Background: an optimization exercise with open tools, aiming at small area, a short achievable clock period and few clock cycles. Do not read the settings as production practice.
Only the layout flow was run in this run; the RTL was not checked for function there.

==> flow/design.v <==
package yuv_rgb_pkg;
   localparam int ADDR_W = 18;  
   localparam int DATA_W = 16;  
endpackage
`timescale 1ns/10ps
`timescale 1ns/10ps
`timescale 1ns/10ps
module csc_mac_unit (
   input  logic        is_y,
   input  logic        is_r,
   input  logic        is_g,
   input  logic        is_b,
   input  logic [7:0]  x1,
   input  logic [7:0]  x2,
   output logic [25:0] s,
   output logic [25:0] c
);
   logic [25:0] pp0;
   logic [7:0] d0;
   logic [25:0] k0_0;
   logic [25:0] k0_1;
   logic [25:0] k0_2;
   logic [25:0] k0_3;
   logic [25:0] k0_4;
   logic [25:0] k0_5;
   logic [25:0] k0_6;
   logic [25:0] k0_7;
   logic [25:0] pp1;
   logic [7:0] d1;
   logic [25:0] k1_0;
   logic [25:0] k1_1;
   logic [25:0] k1_2;
   logic [25:0] k1_3;
   logic [25:0] k1_4;
   logic [25:0] k1_5;
   logic [25:0] k1_6;
   logic [25:0] k1_7;
   logic [25:0] pp2;
   logic [3:0] d2;
   logic [25:0] k2_0;
   logic [25:0] k2_1;
   logic [25:0] k2_2;
   logic [25:0] k2_3;
   logic [7:0] q0;
   logic [7:0] q1;
   logic [7:0] q2;
   logic [7:0] q3;
   logic [7:0] q4;
   logic s0, c0;
   logic s1, c1;
   logic s2, c2;
   logic s3, c3;
   logic s4, c4;
   logic s5, c5;
   logic s6, c6;
   logic s7, c7;
   logic s8, c8;
   logic s9, c9;
   logic s10, c10;
   logic s11, c11;
   logic s12, c12;
   logic s13, c13;
   logic s14, c14;
   logic s15, c15;
   logic s16, c16;
   logic s17, c17;
   logic s18, c18;
   logic s19, c19;
   logic s20, c20;
   logic s21, c21;
   logic s22, c22;
   logic s23, c23;
   logic s24, c24;
   logic s25, c25;
   logic s26, c26;
   logic s27, c27;
   logic s28, c28;
   logic s29, c29;
   logic s30, c30;
   logic s31, c31;
   logic s32, c32;
   logic s33, c33;
   logic s34, c34;
   logic s35, c35;
   logic s36, c36;
   logic s37, c37;
   logic s38, c38;
   logic s39, c39;
   logic s40, c40;
   logic s41, c41;
   logic s42, c42;
   logic s43, c43;
   logic s44, c44;
   logic s45, c45;
   logic s46, c46;
   logic s47, c47;
   logic s48, c48;
   logic s49, c49;
   logic s50, c50;
   logic s51, c51;
   logic s52, c52;
   logic s53, c53;
   logic s54, c54;
   logic s55, c55;
   logic s56, c56;
   logic s57, c57;
   logic s58, c58;
   logic s59, c59;
   logic s60, c60;
   logic s61, c61;
   logic s62, c62;
   logic s63, c63;
   always_comb for (int v = 0; v < 8; v++) d0[v] = (x1[2:0] == 3'(v));
   assign k0_0 = ({26{is_r}} & 26'd10557120) | ({26{is_g}} & 26'd9925793) | ({26{is_b}} & 26'd7017152);
   assign k0_1 = ({26{is_y}} & 26'd76284) | ({26{is_r}} & 26'd10661715) | ({26{is_g}} & 26'd9900169) | ({26{is_b}} & 26'd7149403);
   assign k0_2 = ({26{is_y}} & 26'd152568) | ({26{is_r}} & 26'd10766310) | ({26{is_g}} & 26'd9874545) | ({26{is_b}} & 26'd7281654);
   assign k0_3 = ({26{is_y}} & 26'd228852) | ({26{is_r}} & 26'd10870905) | ({26{is_g}} & 26'd9848921) | ({26{is_b}} & 26'd7413905);
   assign k0_4 = ({26{is_y}} & 26'd305136) | ({26{is_r}} & 26'd10975500) | ({26{is_g}} & 26'd9823297) | ({26{is_b}} & 26'd7546156);
   assign k0_5 = ({26{is_y}} & 26'd381420) | ({26{is_r}} & 26'd11080095) | ({26{is_g}} & 26'd9797673) | ({26{is_b}} & 26'd7678407);
   assign k0_6 = ({26{is_y}} & 26'd457704) | ({26{is_r}} & 26'd11184690) | ({26{is_g}} & 26'd9772049) | ({26{is_b}} & 26'd7810658);
   assign k0_7 = ({26{is_y}} & 26'd533988) | ({26{is_r}} & 26'd11289285) | ({26{is_g}} & 26'd9746425) | ({26{is_b}} & 26'd7942909);
   assign pp0 = ({26{d0[0]}} & k0_0) | ({26{d0[1]}} & k0_1) | ({26{d0[2]}} & k0_2) | ({26{d0[3]}} & k0_3) | ({26{d0[4]}} & k0_4) | ({26{d0[5]}} & k0_5) | ({26{d0[6]}} & k0_6) | ({26{d0[7]}} & k0_7);
   always_comb for (int v = 0; v < 8; v++) d1[v] = (x1[5:3] == 3'(v));
   assign k1_0 = ({26{is_g}} & 26'd1434944);
   assign k1_1 = ({26{is_y}} & 26'd610272) | ({26{is_r}} & 26'd836760) | ({26{is_g}} & 26'd1229952) | ({26{is_b}} & 26'd1058008);
   assign k1_2 = ({26{is_y}} & 26'd1220544) | ({26{is_r}} & 26'd1673520) | ({26{is_g}} & 26'd1024960) | ({26{is_b}} & 26'd2116016);
   assign k1_3 = ({26{is_y}} & 26'd1830816) | ({26{is_r}} & 26'd2510280) | ({26{is_g}} & 26'd819968) | ({26{is_b}} & 26'd3174024);
   assign k1_4 = ({26{is_y}} & 26'd2441088) | ({26{is_r}} & 26'd3347040) | ({26{is_g}} & 26'd614976) | ({26{is_b}} & 26'd4232032);
   assign k1_5 = ({26{is_y}} & 26'd3051360) | ({26{is_r}} & 26'd4183800) | ({26{is_g}} & 26'd409984) | ({26{is_b}} & 26'd5290040);
   assign k1_6 = ({26{is_y}} & 26'd3661632) | ({26{is_r}} & 26'd5020560) | ({26{is_g}} & 26'd204992) | ({26{is_b}} & 26'd6348048);
   assign k1_7 = ({26{is_y}} & 26'd4271904) | ({26{is_r}} & 26'd5857320) | ({26{is_b}} & 26'd7406056);
   assign pp1 = ({26{d1[0]}} & k1_0) | ({26{d1[1]}} & k1_1) | ({26{d1[2]}} & k1_2) | ({26{d1[3]}} & k1_3) | ({26{d1[4]}} & k1_4) | ({26{d1[5]}} & k1_5) | ({26{d1[6]}} & k1_6) | ({26{d1[7]}} & k1_7);
   always_comb for (int v = 0; v < 4; v++) d2[v] = (x1[7:6] == 2'(v));
   assign k2_0 = ({26{is_g}} & 26'd4919808);
   assign k2_1 = ({26{is_y}} & 26'd4882176) | ({26{is_r}} & 26'd6694080) | ({26{is_g}} & 26'd3279872) | ({26{is_b}} & 26'd8464064);
   assign k2_2 = ({26{is_y}} & 26'd9764352) | ({26{is_r}} & 26'd13388160) | ({26{is_g}} & 26'd1639936) | ({26{is_b}} & 26'd16928128);
   assign k2_3 = ({26{is_y}} & 26'd14646528) | ({26{is_r}} & 26'd20082240) | ({26{is_b}} & 26'd25392192);
   assign pp2 = ({26{d2[0]}} & k2_0) | ({26{d2[1]}} & k2_1) | ({26{d2[2]}} & k2_2) | ({26{d2[3]}} & k2_3);
   assign q0 = {8{is_g}} & ~x2;
   assign q1 = {8{is_g}} & x2;
   assign q2 = {8{is_g}} & ~x2;
   assign q3 = {8{is_g}} & ~x2;
   assign q4 = {8{is_g}} & ~x2;
   assign s0 = pp0[6] ^ pp1[6];
   assign c0 = pp0[6] & pp1[6];
   assign s1 = pp0[7] ^ pp1[7] ^ pp2[7];
   assign c1 = (pp0[7] & pp1[7]) | (pp0[7] & pp2[7]) | (pp1[7] & pp2[7]);
   assign s2 = pp0[8] ^ pp1[8];
   assign c2 = pp0[8] & pp1[8];
   assign s3 = pp0[9] ^ pp1[9];
   assign c3 = pp0[9] & pp1[9];
   assign s4 = pp0[10] ^ pp1[10];
   assign c4 = pp0[10] & pp1[10];
   assign s5 = pp0[11] ^ pp1[11];
   assign c5 = pp0[11] & pp1[11];
   assign s6 = pp0[12] ^ pp1[12] ^ pp2[12];
   assign c6 = (pp0[12] & pp1[12]) | (pp0[12] & pp2[12]) | (pp1[12] & pp2[12]);
   assign s7 = pp0[13] ^ pp1[13];
   assign c7 = pp0[13] & pp1[13];
   assign s8 = pp0[14] ^ pp1[14] ^ pp2[14];
   assign c8 = (pp0[14] & pp1[14]) | (pp0[14] & pp2[14]) | (pp1[14] & pp2[14]);
   assign s9 = pp0[15] ^ pp1[15] ^ pp2[15];
   assign c9 = (pp0[15] & pp1[15]) | (pp0[15] & pp2[15]) | (pp1[15] & pp2[15]);
   assign s10 = pp0[16] ^ pp1[16] ^ pp2[16];
   assign c10 = (pp0[16] & pp1[16]) | (pp0[16] & pp2[16]) | (pp1[16] & pp2[16]);
   assign s11 = q0[0] ^ q1[2];
   assign c11 = q0[0] & q1[2];
   assign s12 = pp0[17] ^ pp1[17] ^ pp2[17];
   assign c12 = (pp0[17] & pp1[17]) | (pp0[17] & pp2[17]) | (pp1[17] & pp2[17]);
   assign s13 = q0[1] ^ q1[3] ^ q2[5];
   assign c13 = (q0[1] & q1[3]) | (q0[1] & q2[5]) | (q1[3] & q2[5]);
   assign s14 = pp0[18] ^ pp1[18] ^ pp2[18];
   assign c14 = (pp0[18] & pp1[18]) | (pp0[18] & pp2[18]) | (pp1[18] & pp2[18]);
   assign s15 = q0[2] ^ q1[4] ^ q2[6];
   assign c15 = (q0[2] & q1[4]) | (q0[2] & q2[6]) | (q1[4] & q2[6]);
   assign s16 = pp0[19] ^ pp1[19] ^ pp2[19];
   assign c16 = (pp0[19] & pp1[19]) | (pp0[19] & pp2[19]) | (pp1[19] & pp2[19]);
   assign s17 = q0[3] ^ q1[5] ^ q2[7];
   assign c17 = (q0[3] & q1[5]) | (q0[3] & q2[7]) | (q1[5] & q2[7]);
   assign s18 = pp0[20] ^ pp1[20] ^ pp2[20];
   assign c18 = (pp0[20] & pp1[20]) | (pp0[20] & pp2[20]) | (pp1[20] & pp2[20]);
   assign s19 = q0[4] ^ q1[6];
   assign c19 = q0[4] & q1[6];
   assign s20 = pp0[21] ^ pp1[21] ^ pp2[21];
   assign c20 = (pp0[21] & pp1[21]) | (pp0[21] & pp2[21]) | (pp1[21] & pp2[21]);
   assign s21 = q0[5] ^ q1[7];
   assign c21 = q0[5] & q1[7];
   assign s22 = pp0[22] ^ pp1[22] ^ pp2[22];
   assign c22 = (pp0[22] & pp1[22]) | (pp0[22] & pp2[22]) | (pp1[22] & pp2[22]);
   assign s23 = pp0[5] ^ pp1[5];
   assign c23 = pp0[5] & pp1[5];
   assign s24 = pp2[6] ^ q3[1] ^ q4[6];
   assign c24 = (pp2[6] & q3[1]) | (pp2[6] & q4[6]) | (q3[1] & q4[6]);
   assign s25 = q3[2] ^ q4[7] ^ c0;
   assign c25 = (q3[2] & q4[7]) | (q3[2] & c0) | (q4[7] & c0);
   assign s26 = pp2[8] ^ q3[3] ^ c1;
   assign c26 = (pp2[8] & q3[3]) | (pp2[8] & c1) | (q3[3] & c1);
   assign s27 = pp2[9] ^ q3[4] ^ c2;
   assign c27 = (pp2[9] & q3[4]) | (pp2[9] & c2) | (q3[4] & c2);
   assign s28 = pp2[10] ^ q3[5] ^ c3;
   assign c28 = (pp2[10] & q3[5]) | (pp2[10] & c3) | (q3[5] & c3);
   assign s29 = pp2[11] ^ q3[6] ^ c4;
   assign c29 = (pp2[11] & q3[6]) | (pp2[11] & c4) | (q3[6] & c4);
   assign s30 = q2[0] ^ q3[7] ^ c5;
   assign c30 = (q2[0] & q3[7]) | (q2[0] & c5) | (q3[7] & c5);
   assign s31 = pp2[13] ^ q2[1] ^ c6;
   assign c31 = (pp2[13] & q2[1]) | (pp2[13] & c6) | (q2[1] & c6);
   assign s32 = q1[0] ^ q2[2] ^ c7;
   assign c32 = (q1[0] & q2[2]) | (q1[0] & c7) | (q2[2] & c7);
   assign s33 = q1[1] ^ q2[3] ^ c8;
   assign c33 = (q1[1] & q2[3]) | (q1[1] & c8) | (q2[3] & c8);
   assign s34 = q2[4] ^ c9 ^ s10;
   assign c34 = (q2[4] & c9) | (q2[4] & s10) | (c9 & s10);
   assign s35 = c10 ^ c11 ^ s12;
   assign c35 = (c10 & c11) | (c10 & s12) | (c11 & s12);
   assign s36 = c12 ^ c13 ^ s14;
   assign c36 = (c12 & c13) | (c12 & s14) | (c13 & s14);
   assign s37 = c14 ^ c15 ^ s16;
   assign c37 = (c14 & c15) | (c14 & s16) | (c15 & s16);
   assign s38 = c16 ^ c17 ^ s18;
   assign c38 = (c16 & c17) | (c16 & s18) | (c17 & s18);
   assign s39 = c18 ^ c19 ^ s20;
   assign c39 = (c18 & c19) | (c18 & s20) | (c19 & s20);
   assign s40 = q0[6] ^ c20 ^ c21;
   assign c40 = (q0[6] & c20) | (q0[6] & c21) | (c20 & c21);
   assign s41 = pp0[23] ^ pp2[23] ^ q0[7];
   assign c41 = (pp0[23] & pp2[23]) | (pp0[23] & q0[7]) | (pp2[23] & q0[7]);
   assign s42 = pp0[3] ^ pp1[3];
   assign c42 = pp0[3] & pp1[3];
   assign s43 = pp0[4] ^ pp1[4] ^ q4[4];
   assign c43 = (pp0[4] & pp1[4]) | (pp0[4] & q4[4]) | (pp1[4] & q4[4]);
   assign s44 = q3[0] ^ q4[5] ^ s23;
   assign c44 = (q3[0] & q4[5]) | (q3[0] & s23) | (q4[5] & s23);
   assign s45 = s0 ^ c23 ^ s24;
   assign c45 = (s0 & c23) | (s0 & s24) | (c23 & s24);
   assign s46 = s1 ^ c24 ^ s25;
   assign c46 = (s1 & c24) | (s1 & s25) | (c24 & s25);
   assign s47 = s2 ^ c25 ^ s26;
   assign c47 = (s2 & c25) | (s2 & s26) | (c25 & s26);
   assign s48 = s3 ^ c26 ^ s27;
   assign c48 = (s3 & c26) | (s3 & s27) | (c26 & s27);
   assign s49 = s4 ^ c27 ^ s28;
   assign c49 = (s4 & c27) | (s4 & s28) | (c27 & s28);
   assign s50 = s5 ^ c28 ^ s29;
   assign c50 = (s5 & c28) | (s5 & s29) | (c28 & s29);
   assign s51 = s6 ^ c29 ^ s30;
   assign c51 = (s6 & c29) | (s6 & s30) | (c29 & s30);
   assign s52 = s7 ^ c30 ^ s31;
   assign c52 = (s7 & c30) | (s7 & s31) | (c30 & s31);
   assign s53 = s8 ^ c31 ^ s32;
   assign c53 = (s8 & c31) | (s8 & s32) | (c31 & s32);
   assign s54 = s9 ^ c32 ^ s33;
   assign c54 = (s9 & c32) | (s9 & s33) | (c32 & s33);
   assign s55 = s11 ^ c33 ^ s34;
   assign c55 = (s11 & c33) | (s11 & s34) | (c33 & s34);
   assign s56 = s13 ^ c34 ^ s35;
   assign c56 = (s13 & c34) | (s13 & s35) | (c34 & s35);
   assign s57 = s15 ^ c35 ^ s36;
   assign c57 = (s15 & c35) | (s15 & s36) | (c35 & s36);
   assign s58 = s17 ^ c36 ^ s37;
   assign c58 = (s17 & c36) | (s17 & s37) | (c36 & s37);
   assign s59 = s19 ^ c37 ^ s38;
   assign c59 = (s19 & c37) | (s19 & s38) | (c37 & s38);
   assign s60 = s21 ^ c38 ^ s39;
   assign c60 = (s21 & c38) | (s21 & s39) | (c38 & s39);
   assign s61 = s22 ^ c39 ^ s40;
   assign c61 = (s22 & c39) | (s22 & s40) | (c39 & s40);
   assign s62 = c22 ^ c40 ^ s41;
   assign c62 = (c22 & c40) | (c22 & s41) | (c40 & s41);
   assign s63 = pp2[24] ^ c41;
   assign c63 = pp2[24] & c41;
   assign s = {c63, c62, c61, c60, c59, c58, c57, c56, c55, c54, c53, c52, c51, c50, c49, c48, c47, c46, c45, c44, c43, c42, q4[3], pp0[2], pp0[1], pp0[0]};
   assign c = {1'b0, s63, s62, s61, s60, s59, s58, s57, s56, s55, s54, s53, s52, s51, s50, s49, s48, s47, s46, s45, s44, s43, s42, q4[2], q4[1], q4[0]};
endmodule
`timescale 1ns/10ps
module rgb_clip_pack (
   input  logic [22:0] yb,
   input  logic [25:0] s,
   input  logic [25:0] c,
   output logic [25:0] n,
   output logic [7:0]  ch
);
   logic [25:0] a, x, y;
   logic [16:0] lo;
   logic [9:0]  hi0, hi1;
   logic [7:0]  ch0, ch1;
   assign a = {1'b0, yb, 2'b00};
   assign x = a ^ s ^ c;
   assign y = {(a[24:0] & s[24:0]) | (a[24:0] & c[24:0]) | (s[24:0] & c[24:0]), 1'b0};
   assign n = x + y;
   assign lo = {1'b0, x[15:0]} + {1'b0, y[15:0]};
   assign hi0 = x[25:16] + y[25:16];
   assign hi1 = x[25:16] + y[25:16] + 10'd1;
   function automatic logic [7:0] clip(input logic [9:0] h);
      if (!h[9] && !(h[8] && h[7])) clip = 8'd0;          
      else if (h[9] && (h[8] || h[7])) clip = 8'd255;     
      else clip = {!h[7], h[6:0]};
   endfunction
   assign ch0 = clip(hi0);
   assign ch1 = clip(hi1);
   assign ch = lo[16] ? ch1 : ch0;
endmodule
`timescale 1ns/10ps
module yuv_rgb_top #(
   parameter int PIXEL_PAIRS = 38400,  
   parameter int U_BASE      = 38400,
   parameter int V_BASE      = 57600,
   parameter int RGB_BASE    = 146944
) (
   input  logic        CLOCK,
   input  logic        Resetn,
   input  logic        start,
   output logic        done,
   output logic [17:0] sram_address,
   output logic [15:0] sram_write_data,
   input  logic [15:0] sram_read_data,
   output logic        sram_we_n
);
   localparam logic [16:0] WP_FIRST = 17'(RGB_BASE - 131072);
   localparam logic [16:0] WP_LAST  = 17'(RGB_BASE + 3 * PIXEL_PAIRS - 1 - 131072);
   logic        busy;      
   logic        pro;       
   logic [4:0]  q;         
   logic        w;         
   logic [15:0] yp;        
   logic [16:0] wp;        
   logic        we;        
   wire accept  = !busy && start;
   wire wr_next = busy && !pro && (q[4] || q[0] || q[2]) && !done;
   wire rd_y    = w && (q[1] || q[3]);
   wire [14:0] cidx = yp[15:1];  
   always_ff @(posedge CLOCK or negedge Resetn) begin
      if (!Resetn) begin
         busy <= 1'b0;
         we <= 1'b0;
         done <= 1'b0;
      end else begin
         busy <= busy ? !done : start;
         we <= wr_next;
         done <= wr_next && (wp == WP_LAST);
      end
   end
   always_ff @(posedge CLOCK) begin
      if (accept) begin
         q <= 5'b10000;    
         w <= 1'b1;
         pro <= 1'b1;
         yp <= 16'd1;
         wp <= WP_FIRST;
         sram_address <= '0;
      end else begin
         q <= {q[3:0], q[4]};
         if (q[4]) w <= !w;
         if (w && q[3]) pro <= 1'b0;
         if (rd_y) yp <= yp + 16'd1;
         if (wr_next) wp <= wp + 17'd1;
         if (q[1])
            sram_address <= w ? {2'b00, yp} : 18'(U_BASE) + 18'(cidx);
         else if (q[3])
            sram_address <= w ? {2'b00, yp} : 18'(V_BASE) + 18'(cidx);
         else
            sram_address <= {1'b1, wp};
      end
   end
   assign sram_we_n = !we;
   logic [15:0] yw, uw, vw;    
   logic [7:0]  x1;            
   logic [25:0] s, c, sq, cq;  
   logic [22:0] yb_e, yb_o;    
   logic [25:0] n_e, n_o;      
   logic [7:0]  l_e, l_o;      
   logic [7:0]  h1, h2;        
   always_ff @(posedge CLOCK) begin
      if ((!w && q[1]) || (w && q[4])) yw <= sram_read_data;
      if (!w && q[4]) uw <= sram_read_data;
      if (w && q[1]) vw <= sram_read_data;
      case (1'b1)
         q[0]: x1 <= yw[7:0];
         q[1]: x1 <= w ? sram_read_data[15:8] : vw[7:0];
         q[2], q[3]: x1 <= w ? uw[15:8] : uw[7:0];
         default: x1 <= w ? sram_read_data[15:8] : yw[15:8];
      endcase
      sq <= s;
      cq <= c;
      if (q[0] || q[1]) yb_e <= q[1] ? n_e[24:2] : 23'd0;
      if (q[1] || q[2]) yb_o <= q[2] ? n_o[24:2] : 23'd0;
      if (q[3] || q[4]) h1 <= q[3] ? l_e : l_o;    
      if (q[3] || q[0]) h2 <= l_o;                 
      sram_write_data[15:8] <= q[0] ? l_e : h1;    
      sram_write_data[7:0] <= q[4] ? l_e : h2;     
   end
   csc_mac_unit u_unit (
      .is_y(q[0] || q[1]), .is_r(q[2]), .is_g(q[3]), .is_b(q[4]),
      .x1(x1), .x2(w ? vw[15:8] : vw[7:0]), .s(s), .c(c)
   );
   rgb_clip_pack u_lane_e (.yb(yb_e), .s(sq), .c(cq), .n(n_e), .ch(l_e));
   rgb_clip_pack u_lane_o (.yb(yb_o), .s(sq), .c(cq), .n(n_o), .ch(l_o));
endmodule
==> flow/flow/run.sh <==
#!/bin/bash
# The standard layout, with two changes to how it is made (the clock period
# and constraints are unchanged):
#  - timing repair aims at 9.3 ns of setup slack;
#  - the port buffers are buf_2 cells instead of the default delay buffers.
# The make output goes to standard.log.
bash standard.sh "BUFFER_PORTS_ARGS=-buffer_cell sky130_fd_sc_hd__buf_2" SETUP_SLACK_MARGIN=9.3 finish > standard.log 2>&1
==> flow/standard.sh <==
#!/bin/bash
# synth_recipe.tcl (not shown) runs the flow's synth.tcl, then flattens the netlist and writes it again
# the make line also repeats each setting of config.mk as NAME=value (left out here)
make -C /OpenROAD-flow-scripts/flow DESIGN_CONFIG=/design/flow/config.mk WORK_HOME=/design/flow/orfs CLKGATE_MAP_FILE= SYNTH_SCRIPT=/design/flow/synth_recipe.tcl "${@:-finish}"
==> flow/config.mk <==
export PLATFORM = sky130hd
export DESIGN_NAME = yuv_rgb_top
export DESIGN_NICKNAME = yuv_rgb_top
export VERILOG_FILES = /design/flow/design.v
export SDC_FILE = /design/flow/constraint.sdc
export NUM_CORES = 4
export LEC_CHECK = 0
export CAP_MARGIN = 20
export CORE_MARGIN = 2
export CORE_UTILIZATION = 40
export SLEW_MARGIN = 20
==> flow/constraint.sdc <==
create_clock -name core_clock -period 13.0 [get_ports {CLOCK}]
set_input_delay 2.6000 -clock core_clock [delete_from_list [all_inputs] [get_ports {CLOCK}]]
set_output_delay 2.6000 -clock core_clock [all_outputs]
set_load 0.01 [all_outputs]
==> results by group <==
Layout
  • Area grow syn2layout: 18.3%
  • Most frequent cells in the layout: nor2_1 (168), nand2_1 (133), dfxtp_1 (121)
  • Post-route cell area: 19600 um2
  • Commonest non-fill, non-tap cell in the layout: nor2_1
  • Layout cell share with drive strength beyond 1: 0.208
  • Multi-input logic area: about 10000 um2
  • # diodes: 0
  • FILL cells: between 3000 and 4000
  • Register Area: about 6100 um2
  • Final #Nets: about 2000

Setup path
  • Reg-to-Reg Start: yb_o[14]
  • FF-to-FF setup slack: around 9.0 ns
  • Worst Reg2Reg Path Length in Cells: 16
  • Worst Path Buf+Inv: 3
  • CP max stage delay: roughly 0.47 ns
  • CP max FO: 4
  • Reg-to-reg endpoint: h1[3]
  • Slowest cell on the critical path: fa_1
  • CP Capture Type: flop
  • Most frequent CP cell: inv_2
  • Critical Path AT: between 4 and 5 ns
  • Data required time of the worst path: between 10 and 15 ns
  • WS Path Type: reg -> reg
  • Critical path's top delay family: compound AO/OA/AOI/OAI gates
  • Worst-path cell chain: inv_2 -> fa_1 -> inv_2 -> ha_4 -> inv_2 -> fa_2 -> and2b_2 -> o2111ai_4 -> a31oi_4 -> xnor2_4 -> a211oi_2 -> o2bb2ai_2 -> nor2_2 -> o21ai_1 -> a221o_1 -> mux2_2
  • Startpoint types: flop

Drt
  • Drt first-iter violations: ~1200
  • Vias per cell: roughly 5.6
  • Vias: about 13000
  • TritonRoute pass-1 iters: 6
  • DR WL/cell: 18.9 um
  • Routed WL: roughly 44000 um
  • Post-route ant nets: 0
  • DRC viols: 0

Placement
  • DP Area: between 15000 and 20000 um2
  • HPWL after DPL: 30900 um
  • Gpl congestion: ~0.98
  • Port bufs: between 50 and 60

Die
  • FP Rows: 74
  • Die height: approximately 210 um
  • Core area: about 41000 um2
  • Top Ports: 55
  • Initial core utilization: 0.405
  • Die Wd: 208 um
  • Die ar.: ~43000 um2

Job
  • Max-cap violations: 0

STA
  • Final setup vio count: 0
  • Setup TNS: 0 ns
  • Peak Freq: 0.251 GHz
  • Skew final: 0.0259 ns
  • RSZ-0062 raised after global routing: true
  • Worst slew margin: 0.445
  • Fin. Hold Viols: 0
  • Worst-Margin Slew: about 0.83 ns
  • Period utilisation layout: 0.306
  • Post-route minimum period: 3.98 ns
  • Max Slew Vio Count: 0

Synth
  • Sequential-to-total area share from yosys stat: 0.364
  • Syn Std Cell Area: 16600 um2
  • Synth warn: 3
  • Synthesized area per cell: 9.62 um2
  • Post-synth top flop: dfxtp_1
  • Flops & latches, synth: ~250
  • Post-synth top area share: 0.199
  • Syn nets: ~1900
  • Area contributors post-synth: edfxtp_1 (20%), dfxtp_1 (16%), fa_1 (12%)
  • Count of flip-flops with a built-in enable after synthesis: 110
  • Synth area leader: edfxtp_1
  • Gate count of the mapped netlist: 1724
  • Distinct cells, synth: roughly 110
  • Fraction of registers with async set/reset: 0.0122

Global route
  • GR Overflow Total: 0
  • Vias in the first global route: roughly 13000
  • Global-route wire length before repair: 70200 um
  • Total global-route track usage: 0.199
  • Initial antenna violation count: 0
  • Largest net degree at the start of global routing: 55

Clocking
  • Hold Buf Count CTS: 0
  • CTS tree: built
  • Clock latency (worst-skew pair): between 0.5 and 0.6 ns
  • Number of H-tree levels: 1
  • Largest buffer count on any clock path: 3
  • CTS root buf: clkbuf_16
  • Cts bufs inserted: 29
  • Clock-pin slew on the worst setup and hold paths: approximately 0.060 ns
  • Clock sinks: around 250

Outcome
  • Status: timing/DRC/antenna clean

Worst hold path
  • WHS Path Cells: 2
  • Worst Hold Launch: yw[7]
  • Hold Crit Endpoint: x1[7]
  • Type of the worst min-delay path: reg -> reg
## how the worst max path moves through the flow
stage,start,endpoint,slack (ns),cells after the start
floorplan,yb_o[14],h1[3],9.25,17
global placement,sq[20],h1[3],8.86,12
detailed placement,sq[20],h1[3],8.81,12
CTS,yb_o[14],h1[3],9.12,16
global route,yb_e[14],h1[0],8.91,16
finish,yb_o[14],h1[3],9.02,16
## sequential cells by signal, summed over array words and instances (netlist names)
| signal | flops |
|---|---|
| sram_write_data | 16 |
| we | 1 |
| wp | 17 |
| yb_o | 23 |
| busy | 1 |
| yw | 16 |
| h2 | 8 |
| q | 5 |
| h1 | 8 |
| x1 | 8 |
| sram_address | 18 |
| yp | 16 |
| done | 1 |
| cq | 25 |
| sq | 26 |
| pro | 1 |
| yb_e | 23 |
| vw | 16 |
| uw | 16 |
| w | 1 |
## layer usage
metal | wire (um) | vias to the layer above | track usage
met1 | 20100 | 6429 | 0.278
met4 | 1190 | 0 | 0.0604
met5 | 0 | - | 0
met3 | 2600 | 81 | 0.0241
li1 | - | 6276 | -
met2 | 20400 | 458 | 0.325
## cell usage after synthesis (38+ instances only)
| library cell | n |
|---|---|
| inv_1 | 115 |
| clkbuf_1 | 70 |
| edfxtp_1 | 110 |
| ha_1 | 67 |
| xnor2_1 | 41 |
| nor2_1 | 174 |
| a21oi_1 | 130 |
| o21ai_0 | 100 |
| fa_1 | 102 |
| nand2_1 | 134 |
| dfxtp_1 | 133 |
| xor2_1 | 38 |
## final cells by class
| type | instances | area share |
|---|---|---|
| multi-input cells | 1261 | 0.534 |
| flip-flops and latches | 246 | 0.309 |
| repair buffers | 142 | 0.0502 |
| clock buffers | 37 | 0.0406 |
| well taps | 532 | 0.0339 |
| inverters | 117 | 0.0230 |
| clock inverters | 17 | 0.00988 |
## worst min-delay path: stages (launching register included)
cell,delay [ns]
edfxtp_1,0.31
nand2_1,0.05
o21ai_0,0.06
## what timing repair did
action,in CTS,in global routing
gates cloned,1,0
buffers inserted,32,33
setup endpoints to repair,67,65
pin swaps,32,59
resized for setup,83,86
## through the flow
stage | utilization | worst slack [ns] | cells | hold slack (ns)
finish | 0.480 | 9.02 | 2352 | 0.435
global route | 0.480 | 8.91 | 2352 | 0.465
CTS | 0.463 | 9.12 | 2318 | 0.439
detailed placement | 0.423 | 8.81 | 2231 | 0.438
global placement | 0.423 | 8.86 | 2231 | 0.428
floorplan | - | 9.25 | 1724 | 0.418
## kinds of logic (layout without fill, tap and decap cells)
family          after synthesis  in the layout  synth area share
fa+ha+maj                   169            169             0.174
compound gates              453            453             0.183
mux                          42             42            0.0329
simple gates                514            515             0.147
flops                       246            246             0.364
buf+inv                     218            313            0.0546
xor+xnor                     82             82            0.0446

-- separate check: timing with driven ports --
Ports are ideal in the flow. The routed layout listed here was re-timed in OpenROAD. Step 1 sets driving cells, clkbuf_16 on the clock port and buf_2 on the other inputs (assumed; they add their load-dependent delay and slew). Step 2, shift: input delay + t, output delay - t, t = (earliest + latest rising clock arrival at the registers) / 2. This alone moves slack from input paths to output paths. Three values: ideal, step 1, step 2; two values: the first two.
t (ns): 0.610
setup slack, ns: 9.022 / 9.022 / 9.022
worst setup path after step 2: register to register
slew at the worst register clock pin (ns): 0.07 / 0.07
cell pins on the clock port's net: 1
After both steps setup and hold are still met in this run. The setup slack of this run moves by 0.000 ns with the drivers and by 0.000 ns with both steps.
